From an optimization exercise on the open Yosys and OpenROAD flow, aimed at small area and a short achievable clock period; shortcuts taken in it are not production practice.
Where RTL was checked, it was by simulation tests only, not by an equivalence proof against the original.
Power figures rest on the tool's default switching activity, not on a simulated workload.

Design tcpStream, start of the top module:
module tcpStream #(
	parameter int fifoDepth = 64
) (
	input  wire                  CLOCK,
	input  wire                  rst,
	input  wire                  newPkt,
	input  wire                  dataValid,
	input  wire tcpStreamPkg::byteT   data,
	input  wire tcpStreamPkg::ipAddrT srcIp,
	input  wire tcpStreamPkg::portT   srcPort,
	input  wire tcpStreamPkg::ipAddrT dstIp,
	input  wire tcpStreamPkg::portT   dstPort,
	input  wire                  outReady,
	output logic                 outValid,
	output tcpStreamPkg::byteT   outData,
	output logic                 outFirst,
	output logic                 dropped,
	output logic                 gapped
);
	logic               rstQ;
	logic               newPktQ;
	logic               byteInQ;	 
	tcpStreamPkg::byteT dataQ;
	logic               isVlanHiQ;
	logic               isIpv4HiQ;
	logic               isIpv4LoQ;
	logic               isTcpQ;
	always_ff @(posedge CLOCK) begin
		rstQ      <= rst;
		newPktQ   <= newPkt;
		byteInQ   <= dataValid && !newPkt;
		dataQ     <= data;
		isVlanHiQ <= data == ETH_TYPE_VLAN_HI;
		isIpv4HiQ <= data == ETH_TYPE_IPV4_HI;
		isIpv4LoQ <= data == ETH_TYPE_IPV4_LO;
		isTcpQ    <= data == 8'(protoTcp);
	end
	logic   payNext;
	logic   payValidNext;	 
	logic   payFirst;
	assign payValidNext = !rst && dataValid && !newPkt && payNext;
	logic   segValid;
	tcpStreamPkg::seqNumT segSeq;
	logic   segSyn;
	tcpStreamPkg::lenT    segLen;
	frameParser frameParser_i (
		.CLOCK(CLOCK), .rst(rstQ),
		.newPkt(newPktQ), .byteIn(byteInQ), .data(dataQ),
		.isVlanHi(isVlanHiQ), .isIpv4Hi(isIpv4HiQ), .isIpv4Lo(isIpv4LoQ), .isTcp(isTcpQ),
  ...
export LEC_CHECK = 0
export ABC_CLOCK_PERIOD_IN_PS = 2200
export CAP_MARGIN = 20
export CORE_MARGIN = 2
export CORE_UTILIZATION = 55
export CTS_BUF_LIST = sky130_fd_sc_hd__clkbuf_16
export CTS_CLUSTER_DIAMETER = 140
export CTS_CLUSTER_SIZE = 26
export PLACE_DENSITY = 0.7
export SETUP_SLACK_MARGIN = 3.3
export SLEW_MARGIN = 20
create_clock -name core_clock -period 5.5 [get_ports {CLOCK}]
standard.sh (not shown) runs the stock make flow with config.mk's settings and CLKGATE_MAP_FILE= SYNTH_SCRIPT=/design/flow/synth_recipe.tcl, a recipe that flattens the netlist after the stock synthesis.
==> flow/flow/run.sh <==
#!/bin/bash
# The standard layout, with plain buffers on the ports in place of the
# delay buffers that buffer_ports picks by default. Every port still gets
# its own buffer.
set -euo pipefail
export BUFFER_PORTS_ARGS="-buffer_cell sky130_fd_sc_hd__buf_1"
bash standard.sh > standard.log 2>&1
Rerun with:
--- a/flow/config.mk
+++ b/flow/config.mk
@@ -10,7 +10,7 @@
 export CORE_MARGIN = 2
-export CORE_UTILIZATION = 55
+export CORE_UTILIZATION = 50
 export CTS_BUF_LIST = sky130_fd_sc_hd__clkbuf_16
-export CTS_CLUSTER_DIAMETER = 140
-export CTS_CLUSTER_SIZE = 26
-export PLACE_DENSITY = 0.7
+export CTS_CLUSTER_DIAMETER = 120
+export CTS_CLUSTER_SIZE = 24
+export PLACE_DENSITY = 0.65
 export SETUP_SLACK_MARGIN = 3.3
First-iteration DRC count is lower by 10%.
Cell count is higher by 1.2%.
Total power is higher by 0.85%.
Maximum frequency is lower by 2.1%.
Count of clock-buffer cells in the layout is higher by 2.
Clock skew is lower by 7.1 ps.
Rerun with:
--- a/flow/config.mk
+++ b/flow/config.mk
@@ -10,3 +10,3 @@
 export CORE_MARGIN = 2
-export CORE_UTILIZATION = 50
+export CORE_UTILIZATION = 55
 export CTS_BUF_LIST = sky130_fd_sc_hd__clkbuf_16
@@ -14,3 +14,4 @@
 export CTS_CLUSTER_SIZE = 24
-export PLACE_DENSITY = 0.65
+export GPL_ROUTABILITY_DRIVEN = 0
+export PLACE_DENSITY = 0.7
 export SETUP_SLACK_MARGIN = 3.3
Effect:
- The changed run completed without violations
- register-to-register slack improved by 110 ps
- cell area is about the same
- power drops by 1.1%
- worst setup slack gets better by 68 ps
- global-route usage is higher by 2.7 points
- final cell count drops by 1.1%
- synthesized area does not change
- sequential power hardly moves
Rerun with:
--- a/flow/config.mk
+++ b/flow/config.mk
@@ -10,8 +10,7 @@
 export CORE_MARGIN = 2
-export CORE_UTILIZATION = 55
+export CORE_UTILIZATION = 60
 export CTS_BUF_LIST = sky130_fd_sc_hd__clkbuf_16
 export CTS_CLUSTER_DIAMETER = 120
-export CTS_CLUSTER_SIZE = 24
-export GPL_ROUTABILITY_DRIVEN = 0
-export PLACE_DENSITY = 0.7
+export CTS_CLUSTER_SIZE = 28
+export PLACE_DENSITY = 0.75
 export SETUP_SLACK_MARGIN = 3.3
After rerunning: Clock skew climbs by 30 ps; via count hardly moves; sequential share of layout area is higher by 0.59 points; routed wire length fell by a few percent; clock-buffer cell count is lower by 6; design area came out lower slightly; power falls by a few percent; global-route usage rises by 0.87 points.
Rerun with:
--- a/flow/config.mk
+++ b/flow/config.mk
@@ -10,7 +10,7 @@
 export CORE_MARGIN = 2
-export CORE_UTILIZATION = 60
+export CORE_UTILIZATION = 55
 export CTS_BUF_LIST = sky130_fd_sc_hd__clkbuf_16
 export CTS_CLUSTER_DIAMETER = 120
-export CTS_CLUSTER_SIZE = 28
-export PLACE_DENSITY = 0.75
+export CTS_CLUSTER_SIZE = 24
+export PLACE_DENSITY = 0.7
 export SETUP_SLACK_MARGIN = 3.3
Result: The new run finished clean. Global-route usage falls by 0.87 points. Power rises by a few percent. Non-clock buffer count rises by 8. Sequential power barely changes. Synthesized cell count stays the same. Synthesized area is unchanged. Cell count rises by a few percent. Setup slack gains 49 ps.

## job 9459
Another version of the RTL of tcpStream (not shown whole).
Size in the first run: ~2100 cells after synthesis, ~750 flip-flops, ~120 I/O pins.
clock: 5.5 ns
lec_check: 0
abc_clock_period_in_ps: 2200
cap_margin: 20
core_margin: 2
core_utilization: 40
cts_buf_list: sky130_fd_sc_hd__clkbuf_8
cts_cluster_size: 30
place_density: 0.6
setup_slack_margin: 3.3
slew_margin: 20
run.sh (not shown) runs the stock make flow with config.mk's settings and CLKGATE_MAP_FILE= SYNTH_SCRIPT=/design/flow/synth_recipe.tcl, a recipe that flattens the netlist after the stock synthesis.
Stock flow here: none of the scripts above is used.
Job 9459 finished end to end and its layout was clean on timing, DRC and antenna.
The following lists how job 5242 was set up differently from job 9459:
Settings: CTS_CLUSTER_SIZE removed (was 30); CTS_BUF_LIST removed (was sky130_fd_sc_hd__clkbuf_8).
### Flow results
Summary of job 5242 over job 9459: final clock period utilization by the worst path shrank by 1.0 points, core utilization higher, critical path depth increased by 9 relative to the old numbers.
Via count of job 5242 falls short of that of job 9459 slightly.
Final instance area delta for job 5242 relative to job 9459: 0.40% higher
Number of cells on the worst reg-to-reg path was lower in the run labelled job 5242.
In job 5242, the first-pass detailed-route iteration total came out 2 above the value in job 9459.
Taking job 9459 as the reference, in job 5242 clock share of power up 2.5 points; wire length down about 1.2%; total power up about 4.5%.
--- input diff job 5242..job 5119 ---
==> flow/flow/run.sh (new file) <==
#!/bin/bash
# The standard layout, with plain buffers on the ports in place of the
# delay buffers that buffer_ports picks by default. Every port still gets
# its own buffer.
set -euo pipefail
export BUFFER_PORTS_ARGS="-buffer_cell sky130_fd_sc_hd__buf_1"
bash standard.sh > standard.log 2>&1
==> flow/standard.sh (new file) <==
#!/bin/bash
# synth_recipe.tcl (not shown) runs the flow's synth.tcl, then flattens the netlist and writes it again
# the make line also repeats each setting of config.mk as NAME=value (left out here)
make -C /OpenROAD-flow-scripts/flow DESIGN_CONFIG=/design/flow/config.mk WORK_HOME=/design/flow/orfs CLKGATE_MAP_FILE= SYNTH_SCRIPT=/design/flow/synth_recipe.tcl "${@:-finish}"
removed: flow/run.sh
==> comparison <==
- Of job 5242 and job 5119, job 5119 shows the higher wire length, with job 5242 below it.
- Job 5119 does worse than job 5242 on via count.
- Changes observed in job 5119 relative to job 5242: core utilization went down; depth of the worst register-to-register path went up; area used by multi-input combinational logic went down.
- [compare] base=job 5242 new=job 5119: power attributed to the clock group shows a reduction of about 0.8%; met3 usage shows an increase of 0.92 points; layout clock buffer count shows an increase of 7.

Another version of the RTL of tcpStream (not shown whole).
Size in the first run: roughly 1900 cells after synthesis, roughly 720 flip-flops, about 30000 um2 of cells after synthesis.
export LEC_CHECK = 0
export CAP_MARGIN = 20
export CORE_MARGIN = 2
export CORE_UTILIZATION = 40
export PLACE_DENSITY = 0.6
export SLEW_MARGIN = 20
create_clock -name core_clock -period 5.5 [get_ports {CLOCK}]
Stock flow here: none of the scripts above is used.
The baseline completed without violations.
==> next run, changes <==
Settings changed: ABC_CLOCK_PERIOD_IN_PS set to 3500, SETUP_SLACK_MARGIN set to 2.0.
What happened: Non-clock buffer count rose by 11; synthesized area is unchanged; total power stays flat; fmax goes up by 22%.
No functional check of the RTL was part of any run of this note.

Another version of the RTL of tcpStream (not shown whole).
Size: about 2100 cells after synthesis, roughly 750 flip-flops, roughly 120 I/O pins.
Design tcpStream, start of the top module:
module tcpStream #(
	parameter int fifoDepth = 64
) (
	input  wire                  CLOCK,
	input  wire                  rst,
	input  wire                  newPkt,
	input  wire                  dataValid,
	input  wire tcpStreamPkg::byteT   data,
	input  wire tcpStreamPkg::ipAddrT srcIp,
	input  wire tcpStreamPkg::portT   srcPort,
	input  wire tcpStreamPkg::ipAddrT dstIp,
	input  wire tcpStreamPkg::portT   dstPort,
	input  wire                  outReady,
	output logic                 outValid,
	output tcpStreamPkg::byteT   outData,
	output logic                 outFirst,
	output logic                 dropped,
	output logic                 gapped
);
export LEC_CHECK = 0
export ABC_CLOCK_PERIOD_IN_PS = 2200
export CAP_MARGIN = 20
export CORE_MARGIN = 2
export CORE_UTILIZATION = 40
export PLACE_DENSITY = 0.6
export SETUP_SLACK_MARGIN = 3.3
export SLEW_MARGIN = 20
export TNS_END_PERCENT = 20
create_clock -name core_clock -period 5.5 [get_ports {CLOCK}]
standard.sh (not shown) runs the stock make flow with config.mk's settings and CLKGATE_MAP_FILE= SYNTH_SCRIPT=/design/flow/synth_recipe.tcl, a recipe that flattens the netlist after the stock synthesis.
==> flow/flow/run.sh <==
#!/bin/bash
# The standard layout, with plain buffers on the ports in place of the
# delay buffers that buffer_ports picks by default. Every port still gets
# its own buffer.
set -euo pipefail
export BUFFER_PORTS_ARGS="-buffer_cell sky130_fd_sc_hd__buf_1"
bash standard.sh > standard.log 2>&1
Next try:
Settings changed: TNS_END_PERCENT 20 to not set.
=>
- setup slack is worse by 0.036 ns
- maximum frequency decreases slightly
- global-route usage decreases by 0.25 points
No functional check of the RTL was part of any run of this note.

[separate check: timing with driven ports]
Ports are ideal in the flow. The routed layouts listed here were re-timed in OpenROAD.
Step 1 sets driving cells, clkbuf_16 on the clock port and buf_2 on the other inputs (assumed; they add their load-dependent delay and slew).
Step 2 adds t to the input delays and takes it off the output delays; t is the mean of the earliest and latest rising clock arrival at the registers after step 1. Input paths then give back, and output paths get back, about the clock's delay inside the block.
a / b / c = ideal ports / drivers / drivers and shift; a / b = the first two.
| run | t (ns) | setup slack, ns | worst setup path at the end |
|---|---|---|---|
| the first run of note 1 | 0.638 | 3.275 / 3.219 / 2.734 | input to register |
| the second run of note 1 | 0.647 | 3.228 / 3.225 / 2.683 | input to register |
| the third run of note 1 | 0.635 | 3.296 / 3.236 / 2.799 | input to register |
| the fourth run of note 1 | 0.681 | 3.247 / 3.190 / 2.693 | input to register |
| the fifth run of note 1 | 0.635 | 3.296 / 3.236 / 2.799 | input to register |
| job 9459 | 0.782 | 3.179 / 3.113 / 2.607 | input to register |
| job 5242 | 0.673 | 3.236 / 3.226 / 2.667 | input to register |
| job 5119 | 0.679 | 3.278 / 3.211 / 2.734 | input to register |
| the first run of note 3 | 0.698 | 1.318 / 1.318 / 1.318 | register to register |
| the second run of note 3 | 0.691 | 2.058 / 2.058 / 2.058 | register to register |
| the first run of note 4 | 0.696 | 3.137 / 3.076 / 2.691 | input to register |
| the second run of note 4 | 0.684 | 3.101 / 3.101 / 2.579 | input to register |
After both steps setup and hold are still met in every run listed. The setup slack of job 9459, which loses most, moves by -0.066 ns with the drivers and by -0.572 ns with both steps.
